Source: an optimization exercise on an open RTL-to-GDS flow (aim: small area and a short achievable clock period). Production flows keep margins and buffers that such runs may drop. RTL that was checked went through simulation tests only; none was proved equivalent to the original. Power and IR drop assume default switching activity.

==> 01-21 <==
==> flow/design.v (excerpt) <==
module jpeg_fb_writer #(
  parameter int unsigned       ADDR_W    = 32,
  parameter logic [ADDR_W-1:0] BASE_ADDR = 32'h0010_0000,
  parameter int unsigned       PIX_FMT   = 0
) (
  input  logic              clk,
  input  logic              reset,
  input  logic              in_valid_i,
  input  logic [15:0]       in_width_i,
  input  logic [15:0]       in_height_i,
  input  logic [15:0]       in_x_i,
  input  logic [15:0]       in_y_i,
  input  logic [7:0]        in_r_i,
  input  logic [7:0]        in_g_i,
  input  logic [7:0]        in_b_i,
  output logic              in_accept_o,
  output logic              wr_valid_o,
  output logic [ADDR_W-1:0] wr_addr_o,
  output logic [31:0]       wr_data_o,
  output logic [3:0]        wr_strb_o,
  input  logic              wr_ready_i,
  output logic              frame_done_o,
  output logic              busy_o,
  output logic [15:0]       crop_count_o,
  output logic              geom_err_o
);
  localparam int L = 17;   
  logic        active_q, start_pend_q, frame_done_q, geom_err_q;
  logic        s1_valid_q, s1_crop_q, wr_valid_q, strb_q;
  logic [16:0] s1_z_q;                         
  logic [7:0]  s1_one_q, s1_two_q;             
  logic [6:0]  s1_neg_q;
  logic [7:0]  enc_one, enc_two, enc_neg;
  logic [16:0] b_ext;
  logic [16:0] z_d;
  logic [23:0] s1_rgb_q;
  logic [L-1:0]  wr_lo_q;
  logic          wr_c_q;
  logic [29:L]   wr_a_q, wr_b_q;
  logic [23:0] wr_rgb_q;
  logic [15:0] wn_q, w_q, h_q, col_q, row_q, crop_cnt_q;
  logic        en, accept, hs, use_latched, in_bounds, start_ok, wr_load;
  logic        idle, count, col_last, last, frame_end;
  logic        active_d, start_pend_d, wr_valid_d, s1_valid_d;
  logic [15:0] w_used, h_used;
  logic [L:0]  lo_sum;
  logic [29:L] hi_sum;
  assign en          = !wr_valid_q | wr_ready_i;
  assign accept      = en & in_valid_i;
  assign hs          = wr_valid_q & wr_ready_i;
  assign idle        = !active_q & !frame_done_q;
  assign use_latched = active_q | start_pend_q;
  assign w_q         = ~wn_q;
  assign w_used      = use_latched ? w_q : in_width_i;
  assign h_used      = use_latched ? h_q : in_height_i;
  assign in_bounds   = (in_x_i < w_used) & (in_y_i < h_used);
  assign start_ok    = accept & in_bounds & !use_latched;
  ...
==> flow/config.mk <==
export PLATFORM = sky130hd
export DESIGN_NAME = jpeg_fb_writer
export DESIGN_NICKNAME = jpeg_fb_writer
export VERILOG_FILES = /design/flow/design.v
export SDC_FILE = /design/flow/constraint.sdc
export NUM_CORES = 4
export LEC_CHECK = 0
export CAP_MARGIN = 20
export CORE_MARGIN = 2
export CORE_UTILIZATION = 40
export CTS_BUF_LIST = sky130_fd_sc_hd__clkbuf_4 sky130_fd_sc_hd__clkbuf_8
export CTS_CLUSTER_DIAMETER = 80
export CTS_CLUSTER_SIZE = 16
export SETUP_SLACK_MARGIN = 4.6
export SLEW_MARGIN = 20
export SYNTH_HIERARCHICAL = 1
==> flow/constraint.sdc <==
create_clock -name core_clock -period 9.0 [get_ports {clk}]
set_input_delay 1.8000 -clock core_clock [delete_from_list [all_inputs] [get_ports {clk}]]
set_output_delay 1.8000 -clock core_clock [all_outputs]
set_load 0.01 [all_outputs]
standard.sh (not shown) runs the stock make flow with config.mk's settings and CLKGATE_MAP_FILE= SYNTH_SCRIPT=/design/flow/synth_recipe.tcl, a recipe that flattens the netlist after the stock synthesis.
==> flow/flow/run.sh <==
#!/bin/bash
# Own layout flow: the standard flow, with plain buf_1 cells as the port buffers
# (instead of the delay-cell buffer the resizer picks by default). Every port still gets
# its own buffer. The full make output goes to std_flow.log in the work folder.
set -euo pipefail
export BUFFER_PORTS_ARGS="-buffer_cell sky130_fd_sc_hd__buf_1"
bash standard.sh finish > std_flow.log 2>&1
==> 10-13: changes against 01-21 <==
--- a/flow/design.v
+++ b/flow/design.v
@@ -21,13 +21,13 @@
   input  logic              wr_ready_i,
   output logic              frame_done_o,
   output logic              busy_o,
   output logic [15:0]       crop_count_o,
   output logic              geom_err_o
 );
-  localparam int L = 17;   
+  localparam int L = 20;   
   logic        active_q, start_pend_q, frame_done_q, geom_err_q;
   logic        s1_valid_q, s1_crop_q, wr_valid_q, strb_q;
   logic [16:0] s1_z_q;                         
   logic [7:0]  s1_one_q, s1_two_q;             
   logic [6:0]  s1_neg_q;
   logic [7:0]  enc_one, enc_two, enc_neg;
@@ -462,13 +462,13 @@
   wire ms128, mc128;
   jfw_fa u_ms128 (.a(mc73), .b(ms99), .c(mc98), .s(ms128), .co(mc128));
   wire ms129, mc129;
   jfw_fa u_ms129 (.a(pp7_14), .b(ms100), .c(mc99), .s(ms129), .co(mc129));
   wire [29:0] mra = {ms129, mc127, mc126, ms126, ms125, mc123, mc122, mc121, mc120, mc119, mc118, mc117, mc116, mc115, mc114, mc113, mc112, mc111, mc110, mc109, mc108, mc107, mc106, mc105, mc104, mc103, mc102, mc101, ms101, z[0]};
   wire [29:0] mrb = {mc128, ms128, ms127, mc125, mc124, ms124, ms123, ms122, ms121, ms120, ms119, ms118, ms117, ms116, ms115, ms114, ms113, ms112, ms111, ms110, ms109, ms108, ms107, ms106, ms105, ms104, ms103, ms102, pp0_0, 1'b0};
-  assign lo_sum      = {1'b0, mra[L-1:0]} + {1'b0, mrb[L-1:0]};
+  jfw_cpa_lo u_lo (.a(mra[L-1:0]), .b(mrb[L-1:0]), .s(lo_sum));
   assign wr_load     = en & s1_valid_q & !s1_crop_q;
   assign s1_valid_d  = en ? in_valid_i : s1_valid_q;
   assign wr_valid_d  = en ? (s1_valid_q & !s1_crop_q) : wr_valid_q;
   assign count       = active_q & hs;
   assign col_last    = col_q == 16'd1;
   assign last        = col_last & (row_q == 16'd1);
@@ -538,16 +538,19 @@
   assign wr_strb_o    = {4{strb_q}};
   assign frame_done_o = frame_done_q;
   assign busy_o       = active_q | frame_done_q | s1_valid_q | wr_valid_q | start_pend_q;
   assign crop_count_o = crop_cnt_q;
   assign geom_err_o   = geom_err_q;
 endmodule
-module jfw_cpa_hi (input logic [29:17] a, b, input logic ci, output logic [29:17] s);
-  logic [30-17:0] t;
+module jfw_cpa_lo (input logic [20-1:0] a, b, output logic [20:0] s);
+  assign s = {1'b0, a} + {1'b0, b};
+endmodule
+module jfw_cpa_hi (input logic [29:20] a, b, input logic ci, output logic [29:20] s);
+  logic [30-20:0] t;
   assign t = {a, 1'b1} + {b, ci};
-  assign s = t[30-17:1];
+  assign s = t[30-20:1];
 endmodule
 module jfw_accept (input logic wr_valid, wr_ready, output logic accept);
   assign accept = !wr_valid | wr_ready;
 endmodule
 module jfw_fa (input logic a, b, c, output logic s, co);
   assign s  = a ^ b ^ c;
Settings changed: SETUP_SLACK_MARGIN 4.6 to 4.8.
==> 02-01: changes against 01-21 <==
--- a/flow/design.v
+++ b/flow/design.v
@@ -21,25 +21,25 @@
   input  logic              wr_ready_i,
   output logic              frame_done_o,
   output logic              busy_o,
   output logic [15:0]       crop_count_o,
   output logic              geom_err_o
 );
-  localparam int L = 17;   
+  localparam int L = 14;   
   logic        active_q, start_pend_q, frame_done_q, geom_err_q;
   logic        s1_valid_q, s1_crop_q, wr_valid_q, strb_q;
   logic [16:0] s1_z_q;                         
   logic [7:0]  s1_one_q, s1_two_q;             
   logic [6:0]  s1_neg_q;
   logic [7:0]  enc_one, enc_two, enc_neg;
   logic [16:0] b_ext;
   logic [16:0] z_d;
   logic [23:0] s1_rgb_q;
   logic [L-1:0]  wr_lo_q;
   logic          wr_c_q;
-  logic [29:L]   wr_a_q, wr_b_q;
+  logic [29:L]   wr_p_q, wr_g_q;    
   logic [23:0] wr_rgb_q;
   logic [15:0] wn_q, w_q, h_q, col_q, row_q, crop_cnt_q;
   logic        en, accept, hs, use_latched, in_bounds, start_ok, wr_load;
   logic        idle, count, col_last, last, frame_end;
   logic        active_d, start_pend_d, wr_valid_d, s1_valid_d;
   logic [15:0] w_used, h_used;
@@ -462,13 +462,13 @@
   wire ms128, mc128;
   jfw_fa u_ms128 (.a(mc73), .b(ms99), .c(mc98), .s(ms128), .co(mc128));
   wire ms129, mc129;
   jfw_fa u_ms129 (.a(pp7_14), .b(ms100), .c(mc99), .s(ms129), .co(mc129));
   wire [29:0] mra = {ms129, mc127, mc126, ms126, ms125, mc123, mc122, mc121, mc120, mc119, mc118, mc117, mc116, mc115, mc114, mc113, mc112, mc111, mc110, mc109, mc108, mc107, mc106, mc105, mc104, mc103, mc102, mc101, ms101, z[0]};
   wire [29:0] mrb = {mc128, ms128, ms127, mc125, mc124, ms124, ms123, ms122, ms121, ms120, ms119, ms118, ms117, ms116, ms115, ms114, ms113, ms112, ms111, ms110, ms109, ms108, ms107, ms106, ms105, ms104, ms103, ms102, pp0_0, 1'b0};
-  assign lo_sum      = {1'b0, mra[L-1:0]} + {1'b0, mrb[L-1:0]};
+  jfw_cpa_lo u_lo (.a(mra[L-1:0]), .b(mrb[L-1:0]), .s(lo_sum));
   assign wr_load     = en & s1_valid_q & !s1_crop_q;
   assign s1_valid_d  = en ? in_valid_i : s1_valid_q;
   assign wr_valid_d  = en ? (s1_valid_q & !s1_crop_q) : wr_valid_q;
   assign count       = active_q & hs;
   assign col_last    = col_q == 16'd1;
   assign last        = col_last & (row_q == 16'd1);
@@ -501,14 +501,14 @@
       geom_err_q   <= 1'b0;
       s1_valid_q   <= 1'b0;
       wr_valid_q   <= 1'b0;
       strb_q       <= 1'b0;
       wr_lo_q      <= '0;
       wr_c_q       <= 1'b0;
-      wr_a_q       <= '0;
-      wr_b_q       <= '0;
+      wr_p_q       <= '0;
+      wr_g_q       <= '0;
       wr_rgb_q     <= '0;
       crop_cnt_q   <= '0;
     end else begin
       active_q     <= active_d;
       start_pend_q <= start_pend_d;
       frame_done_q <= frame_end;
@@ -518,36 +518,58 @@
       wr_valid_q   <= wr_valid_d;
       if (wr_load) begin
         strb_q  <= 1'b1;
         wr_rgb_q <= s1_rgb_q;
         wr_lo_q <= lo_sum[L-1:0];
         wr_c_q  <= lo_sum[L];
-        wr_a_q  <= mra[29:L];
-        wr_b_q  <= mrb[29:L];
+        wr_p_q  <= mra[29:L] ^ mrb[29:L];
+        wr_g_q  <= mra[29:L] & mrb[29:L];
       end
       if (start_ok)
         crop_cnt_q <= 16'd0;
       else if (en & s1_valid_q & s1_crop_q & (crop_cnt_q != 16'hFFFF))
         crop_cnt_q <= crop_cnt_q + 16'd1;
     end
   end
-  jfw_cpa_hi u_hi (.a(wr_a_q), .b(wr_b_q), .ci(wr_c_q), .s(hi_sum));
+  jfw_cpa_pg u_hi (.p(wr_p_q), .g(wr_g_q), .ci(wr_c_q), .s(hi_sum));
   jfw_accept u_acc (.wr_valid(wr_valid_q), .wr_ready(wr_ready_i), .accept(in_accept_o));
   assign wr_valid_o   = wr_valid_q;
   assign wr_addr_o    = {hi_sum, wr_lo_q, 2'b00};
   assign wr_data_o    = {8'h00, wr_rgb_q};
   assign wr_strb_o    = {4{strb_q}};
   assign frame_done_o = frame_done_q;
   assign busy_o       = active_q | frame_done_q | s1_valid_q | wr_valid_q | start_pend_q;
   assign crop_count_o = crop_cnt_q;
   assign geom_err_o   = geom_err_q;
 endmodule
-module jfw_cpa_hi (input logic [29:17] a, b, input logic ci, output logic [29:17] s);
-  logic [30-17:0] t;
-  assign t = {a, 1'b1} + {b, ci};
-  assign s = t[30-17:1];
+module jfw_cpa_lo (input logic [14-1:0] a, b, output logic [14:0] s);
+  assign s = {1'b0, a} + {1'b0, b};
+endmodule
+module jfw_cpa_pg (
+  input  logic [29-14:0] p, g,
+  input  logic                 ci,
+  output logic [29-14:0] s
+);
+  localparam int N  = 30 - 14;
+  localparam int M  = N + 1;
+  localparam int LV = $clog2(M);
+  logic [(LV+1)*M-1:0] gg, pp;
+  assign gg[M-1:0] = {g, ci};
+  assign pp[M-1:0] = {p, 1'b0};
+  for (genvar l = 0; l < LV; l++) begin : g_lvl
+    for (genvar i = 0; i < M; i++) begin : g_pos
+      if (i >= (1 << l)) begin : g_op
+        assign gg[(l+1)*M+i] = gg[l*M+i] | (pp[l*M+i] & gg[l*M+i-(1<<l)]);
+        assign pp[(l+1)*M+i] = pp[l*M+i] & pp[l*M+i-(1<<l)];
+      end else begin : g_pass
+        assign gg[(l+1)*M+i] = gg[l*M+i];
+        assign pp[(l+1)*M+i] = pp[l*M+i];
+      end
+    end
+  end
+  assign s = p ^ gg[LV*M +: N];
 endmodule
 module jfw_accept (input logic wr_valid, wr_ready, output logic accept);
   assign accept = !wr_valid | wr_ready;
 endmodule
 module jfw_fa (input logic a, b, c, output logic s, co);
   assign s  = a ^ b ^ c;
==> notes <==
- 01-21 completed without violations. 10-13 completed with no timing, DRC or antenna violations. 02-01 passed the timing, design-rule and antenna checks.
- Total power: 01-21 is smaller than 10-13 (about 37%).
- Via count: 10-13 > 01-21 > 02-01.
- Synthesized area is about the same in 10-13 and 01-21.
- Clock skew: 10-13 > 02-01 > 01-21.
- Critical path depth: 01-21 < 02-01 < 10-13.
No run of this note included a check of the RTL's function; only the layout flow was run.

========
==> inputs of quartz <==
jpeg_fb_writer, a different RTL version from the one above (not shown whole).
==> flow/design.v (excerpt) <==
module jpeg_fb_writer #(
  parameter int unsigned       ADDR_W    = 32,
  parameter logic [ADDR_W-1:0] BASE_ADDR = 32'h0010_0000,
  parameter int unsigned       PIX_FMT   = 0
) (
  input  logic              clk,
  input  logic              reset,
  input  logic              in_valid_i,
  input  logic [15:0]       in_width_i,
  input  logic [15:0]       in_height_i,
  input  logic [15:0]       in_x_i,
  input  logic [15:0]       in_y_i,
  input  logic [7:0]        in_r_i,
  input  logic [7:0]        in_g_i,
  input  logic [7:0]        in_b_i,
  output logic              in_accept_o,
  output logic              wr_valid_o,
  output logic [ADDR_W-1:0] wr_addr_o,
  output logic [31:0]       wr_data_o,
  output logic [3:0]        wr_strb_o,
  input  logic              wr_ready_i,
  output logic              frame_done_o,
  output logic              busy_o,
  output logic [15:0]       crop_count_o,
  output logic              geom_err_o
);
  localparam int L = 12;   
  logic        active_q, start_pend_q, frame_done_q, geom_err_q;
  logic        s1_valid_q, s1_crop_q, wr_valid_q, strb_q;
  logic [15:0] s1_x_q;
  logic [7:0]  s1_one_q, s1_two_q, s1_neg_q;   
  logic        s1_y15_q;
  logic [7:0]  enc_one, enc_two, enc_neg;
  logic [16:0] y_ext;
  logic [23:0] s1_rgb_q;
  logic [L-1:0]  wr_lo_q;
  logic          wr_c_q;
  logic [29:L]   wr_a_q, wr_b_q;
  logic [23:0] wr_rgb_q;
  ...
==> flow/config.mk <==
export PLATFORM = sky130hd
export DESIGN_NAME = jpeg_fb_writer
export DESIGN_NICKNAME = jpeg_fb_writer
export VERILOG_FILES = /design/flow/design.v
export SDC_FILE = /design/flow/constraint.sdc
export NUM_CORES = 4
export LEC_CHECK = 0
export CAP_MARGIN = 20
export CORE_MARGIN = 2
export CORE_UTILIZATION = 40
export CTS_BUF_LIST = sky130_fd_sc_hd__clkbuf_4 sky130_fd_sc_hd__clkbuf_8
export SETUP_SLACK_MARGIN = 4.3
export SLEW_MARGIN = 20
export SYNTH_HIERARCHICAL = 1
==> flow/constraint.sdc <==
create_clock -name core_clock -period 9.0 [get_ports {clk}]
set_input_delay 1.8000 -clock core_clock [delete_from_list [all_inputs] [get_ports {clk}]]
set_output_delay 1.8000 -clock core_clock [all_outputs]
set_load 0.01 [all_outputs]
Scripts as last shown in full above: flow/flow/run.sh
==> pepper: changes against quartz <==
--- a/flow/design.v
+++ b/flow/design.v
@@ -19,17 +19,17 @@
   output logic [31:0]       wr_data_o,
   output logic [3:0]        wr_strb_o,
   input  logic              wr_ready_i,
   output logic              frame_done_o,
   output logic              busy_o,
   output logic [15:0]       crop_count_o,
   output logic              geom_err_o
 );
-  localparam int L = 12;   
+  localparam int L = 14;   
   logic        active_q, start_pend_q, frame_done_q, geom_err_q;
   logic        s1_valid_q, s1_crop_q, wr_valid_q, strb_q;
   logic [15:0] s1_x_q;
   logic [7:0]  s1_one_q, s1_two_q, s1_neg_q;   
   logic        s1_y15_q;
   logic [7:0]  enc_one, enc_two, enc_neg;
   logic [16:0] y_ext;
   logic [23:0] s1_rgb_q;
@@ -567,20 +567,20 @@
   assign wr_addr_o    = strb_q ? {hi_sum, wr_lo_q, 2'b00} : 32'd0;
   assign wr_data_o    = strb_q ? {8'h00, wr_rgb_q} : 32'd0;
   assign wr_strb_o    = {4{strb_q}};
   assign frame_done_o = frame_done_q;
   assign busy_o       = active_q | frame_done_q | s1_valid_q | wr_valid_q | start_pend_q;
   assign crop_count_o = crop_cnt_q;
   assign geom_err_o   = geom_err_q;
 endmodule
-module jfw_cpa_hi (input logic [29:12] a, b, input logic ci, output logic [29:12] s);
-  logic [30-12:0] t;
+module jfw_cpa_hi (input logic [29:14] a, b, input logic ci, output logic [29:14] s);
+  logic [30-14:0] t;
   assign t = {a, 1'b1} + {b, ci};
-  assign s = t[30-12:1];
+  assign s = t[30-14:1];
 endmodule
 module jfw_accept (input logic wr_valid, wr_ready, output logic accept);
   assign accept = !wr_valid | wr_ready;
 endmodule
 module jfw_fa (input logic a, b, c, output logic s, co);
   assign s  = a ^ b ^ c;
   assign co = (a & b) | (c & (a ^ b));
 endmodule
- SETUP_SLACK_MARGIN: 4.3 -> 5.0
==> maple: changes against quartz <==
--- a/flow/design.v
+++ b/flow/design.v
@@ -19,17 +19,17 @@
   output logic [31:0]       wr_data_o,
   output logic [3:0]        wr_strb_o,
   input  logic              wr_ready_i,
   output logic              frame_done_o,
   output logic              busy_o,
   output logic [15:0]       crop_count_o,
   output logic              geom_err_o
 );
-  localparam int L = 12;   
+  localparam int L = 14;   
   logic        active_q, start_pend_q, frame_done_q, geom_err_q;
   logic        s1_valid_q, s1_crop_q, wr_valid_q, strb_q;
   logic [15:0] s1_x_q;
   logic [7:0]  s1_one_q, s1_two_q, s1_neg_q;   
   logic        s1_y15_q;
   logic [7:0]  enc_one, enc_two, enc_neg;
   logic [16:0] y_ext;
   logic [23:0] s1_rgb_q;
@@ -514,23 +514,16 @@
       s1_x_q    <= in_x_i;
       s1_one_q  <= enc_one;
       s1_two_q  <= enc_two;
       s1_neg_q  <= enc_neg;
       s1_y15_q  <= in_y_i[15];
       s1_rgb_q  <= {in_r_i, in_g_i, in_b_i};
       s1_crop_q <= !in_bounds;
     end
-    if (wr_load) begin
-      wr_lo_q  <= lo_sum[L-1:0];
-      wr_c_q   <= lo_sum[L];
-      wr_a_q   <= mra[29:L];
-      wr_b_q   <= mrb[29:L];
-      wr_rgb_q <= s1_rgb_q;
-    end
     if (start_ok) begin
       wn_q  <= ~in_width_i;
       h_q   <= in_height_i;
       col_q <= w_used;
       row_q <= in_height_i;
     end else if (count) begin
       col_q <= col_last ? w_used : col_q - 16'd1;
       if (col_last) row_q <= row_q - 16'd1;
@@ -540,47 +533,113 @@
     if (!reset) begin
       active_q     <= 1'b0;
       start_pend_q <= 1'b0;
       frame_done_q <= 1'b0;
       geom_err_q   <= 1'b0;
       s1_valid_q   <= 1'b0;
       wr_valid_q   <= 1'b0;
       strb_q       <= 1'b0;
+      wr_lo_q      <= '0;
+      wr_c_q       <= 1'b0;
+      wr_a_q       <= '0;
+      wr_b_q       <= '0;
+      wr_rgb_q     <= '0;
       crop_cnt_q   <= '0;
     end else begin
       active_q     <= active_d;
       start_pend_q <= start_pend_d;
       frame_done_q <= frame_end;
       if (active_q & accept & ((in_width_i != w_q) | (in_height_i != h_q)))
         geom_err_q <= 1'b1;
       s1_valid_q   <= s1_valid_d;
       wr_valid_q   <= wr_valid_d;
-      if (wr_load) strb_q <= 1'b1;
+      if (wr_load) begin
+        strb_q  <= 1'b1;
+        wr_rgb_q <= s1_rgb_q;
+        wr_lo_q <= lo_sum[L-1:0];
+        wr_c_q  <= lo_sum[L];
+        wr_a_q  <= mra[29:L];
+        wr_b_q  <= mrb[29:L];
+      end
       if (start_ok)
         crop_cnt_q <= 16'd0;
       else if (en & s1_valid_q & s1_crop_q & (crop_cnt_q != 16'hFFFF))
         crop_cnt_q <= crop_cnt_q + 16'd1;
     end
   end
   jfw_cpa_hi u_hi (.a(wr_a_q), .b(wr_b_q), .ci(wr_c_q), .s(hi_sum));
   jfw_accept u_acc (.wr_valid(wr_valid_q), .wr_ready(wr_ready_i), .accept(in_accept_o));
   assign wr_valid_o   = wr_valid_q;
-  assign wr_addr_o    = strb_q ? {hi_sum, wr_lo_q, 2'b00} : 32'd0;
-  assign wr_data_o    = strb_q ? {8'h00, wr_rgb_q} : 32'd0;
+  assign wr_addr_o    = {hi_sum, wr_lo_q, 2'b00};
+  assign wr_data_o    = {8'h00, wr_rgb_q};
   assign wr_strb_o    = {4{strb_q}};
   assign frame_done_o = frame_done_q;
   assign busy_o       = active_q | frame_done_q | s1_valid_q | wr_valid_q | start_pend_q;
   assign crop_count_o = crop_cnt_q;
   assign geom_err_o   = geom_err_q;
 endmodule
-module jfw_cpa_hi (input logic [29:12] a, b, input logic ci, output logic [29:12] s);
-  logic [30-12:0] t;
-  assign t = {a, 1'b1} + {b, ci};
-  assign s = t[30-12:1];
+module jfw_cpa_hi (input logic [15:0] a, b, input logic ci, output logic [15:0] s);
+  logic [15:0] p, g;
+  assign p = a ^ b;
+  assign g = a & b;
+  wire G1_0 = g[0] | (p[0] & ci);
+  wire G3_2 = g[2] | (p[2] & g[1]);
+  wire P3_2 = p[2] & p[1];
+  wire G5_4 = g[4] | (p[4] & g[3]);
+  wire P5_4 = p[4] & p[3];
+  wire G7_6 = g[6] | (p[6] & g[5]);
+  wire P7_6 = p[6] & p[5];
+  wire G9_8 = g[8] | (p[8] & g[7]);
+  wire P9_8 = p[8] & p[7];
+  wire G11_10 = g[10] | (p[10] & g[9]);
+  wire P11_10 = p[10] & p[9];
+  wire G13_12 = g[12] | (p[12] & g[11]);
+  wire P13_12 = p[12] & p[11];
+  wire G15_14 = g[14] | (p[14] & g[13]);
+  wire P15_14 = p[14] & p[13];
+  wire G3_0 = G3_2 | (P3_2 & G1_0);
+  wire G7_4 = G7_6 | (P7_6 & G5_4);
+  wire P7_4 = P7_6 & P5_4;
+  wire G11_8 = G11_10 | (P11_10 & G9_8);
+  wire P11_8 = P11_10 & P9_8;
+  wire G15_12 = G15_14 | (P15_14 & G13_12);
+  wire P15_12 = P15_14 & P13_12;
+  wire G7_0 = G7_4 | (P7_4 & G3_0);
+  wire G15_8 = G15_12 | (P15_12 & G11_8);
+  wire P15_8 = P15_12 & P11_8;
+  wire G15_0 = G15_8 | (P15_8 & G7_0);
+  wire G11_0 = G11_8 | (P11_8 & G7_0);
+  wire G5_0 = G5_4 | (P5_4 & G3_0);
+  wire G9_0 = G9_8 | (P9_8 & G7_0);
+  wire G13_0 = G13_12 | (P13_12 & G11_0);
+  wire G2_0 = g[1] | (p[1] & G1_0);
+  wire G4_0 = g[3] | (p[3] & G3_0);
+  wire G6_0 = g[5] | (p[5] & G5_0);
+  wire G8_0 = g[7] | (p[7] & G7_0);
+  wire G10_0 = g[9] | (p[9] & G9_0);
+  wire G12_0 = g[11] | (p[11] & G11_0);
+  wire G14_0 = g[13] | (p[13] & G13_0);
+  wire G16_0 = g[15] | (p[15] & G15_0);
+  assign s[0] = p[0] ^ ci;
+  assign s[1] = p[1] ^ G1_0;
+  assign s[2] = p[2] ^ G2_0;
+  assign s[3] = p[3] ^ G3_0;
+  assign s[4] = p[4] ^ G4_0;
+  assign s[5] = p[5] ^ G5_0;
+  assign s[6] = p[6] ^ G6_0;
+  assign s[7] = p[7] ^ G7_0;
+  assign s[8] = p[8] ^ G8_0;
+  assign s[9] = p[9] ^ G9_0;
+  assign s[10] = p[10] ^ G10_0;
+  assign s[11] = p[11] ^ G11_0;
+  assign s[12] = p[12] ^ G12_0;
+  assign s[13] = p[13] ^ G13_0;
+  assign s[14] = p[14] ^ G14_0;
+  assign s[15] = p[15] ^ G15_0;
 endmodule
 module jfw_accept (input logic wr_valid, wr_ready, output logic accept);
   assign accept = !wr_valid | wr_ready;
 endmodule
 module jfw_fa (input logic a, b, c, output logic s, co);
   assign s  = a ^ b ^ c;
   assign co = (a & b) | (c & (a ^ b));
 endmodule
- CTS_CLUSTER_DIAMETER: unset -> 80
- CTS_CLUSTER_SIZE: unset -> 16
- SETUP_SLACK_MARGIN: 4.3 -> 4.6
==> comparison table <==
item	quartz	pepper	maple
Power per cell area	305.1 nW/um2	320.4 nW/um2	272.3 nW/um2
Parity-gate share of the synthesized area counting xor and xnor cells	0.1226	0.1220	0.1157
Number of inserted diodes	3	0	0
Wire length of the first global-routing pass	68050 um	69250 um	72530 um
Clock sink count	226	224	224
Combinational share of power	0.516	0.569	0.616
Share of the final layout cell area in multi-input gates	0.5137	0.5005	0.5470
Resized Gates After CTS	8	53	37
Number of DRC markers after the initial detailed-route iteration	764	917	1035
Startpoint of the worst hold path	s1_rgb_q[0]	s1_rgb_q[2]	wr_lo_q[6]
Critical Path Max Stage Delay	0.39 ns	0.46 ns	0.53 ns
Synthesized-area fraction occupied by adder cells	0.2236	0.2235	0.2312
Maximum number of pins on one net before global-route repair	72	72	88
Combinational cell power	2.94 mW	3.62 mW	3.13 mW
Overall via count from detail_route	11737	12257	12606
Outcome	finished clean	finished clean	finished clean
Only the layout flow was run in quartz and maple; the RTL was not checked for function there.

-- port drivers added, routing unchanged --
In the flow no input, the clock included, has a driving cell. The finished layouts below were timed again as built, in two steps.
Step 1 (the two cells are an assumption about what drives the block):
set clk [get_ports {clk}]
set_driving_cell -lib_cell sky130_fd_sc_hd__clkbuf_16 $clk
set_driving_cell -lib_cell sky130_fd_sc_hd__buf_2 [delete_from_list [all_inputs] $clk]
Step 2 also shifts input and output timing later by t, the mid clock arrival at the registers, as if the neighbouring blocks saw the same clock.
a / b / c = ideal ports / drivers / drivers and shift; a / b = the first two.
| run | t (ns) | setup slack, ns | worst setup path after step 2 | clock arrival spread, ns |
|---|---|---|---|---|
| 01-21 | 0.633 | 4.723 / 4.669 / 4.168 | input to register | 0.034 / 0.035 |
| 10-13 | 0.613 | 4.441 / 4.441 / 4.338 | input to register | 0.038 / 0.037 |
| 02-01 | 0.611 | 4.807 / 4.769 / 4.236 | input to register | 0.037 / 0.037 |
| quartz | 0.639 | 4.378 / 4.326 / 4.061 | input to register | 0.051 / 0.051 |
| pepper | 0.649 | 4.576 / 4.529 / 4.498 | input to register | 0.035 / 0.035 |
| maple | 0.615 | 4.437 / 4.388 / 4.146 | input to register | 0.051 / 0.051 |
After both steps every run listed still meets setup and hold. The setup slack of 02-01, which loses most, moves by -0.038 ns with the drivers and by -0.571 ns with both steps.
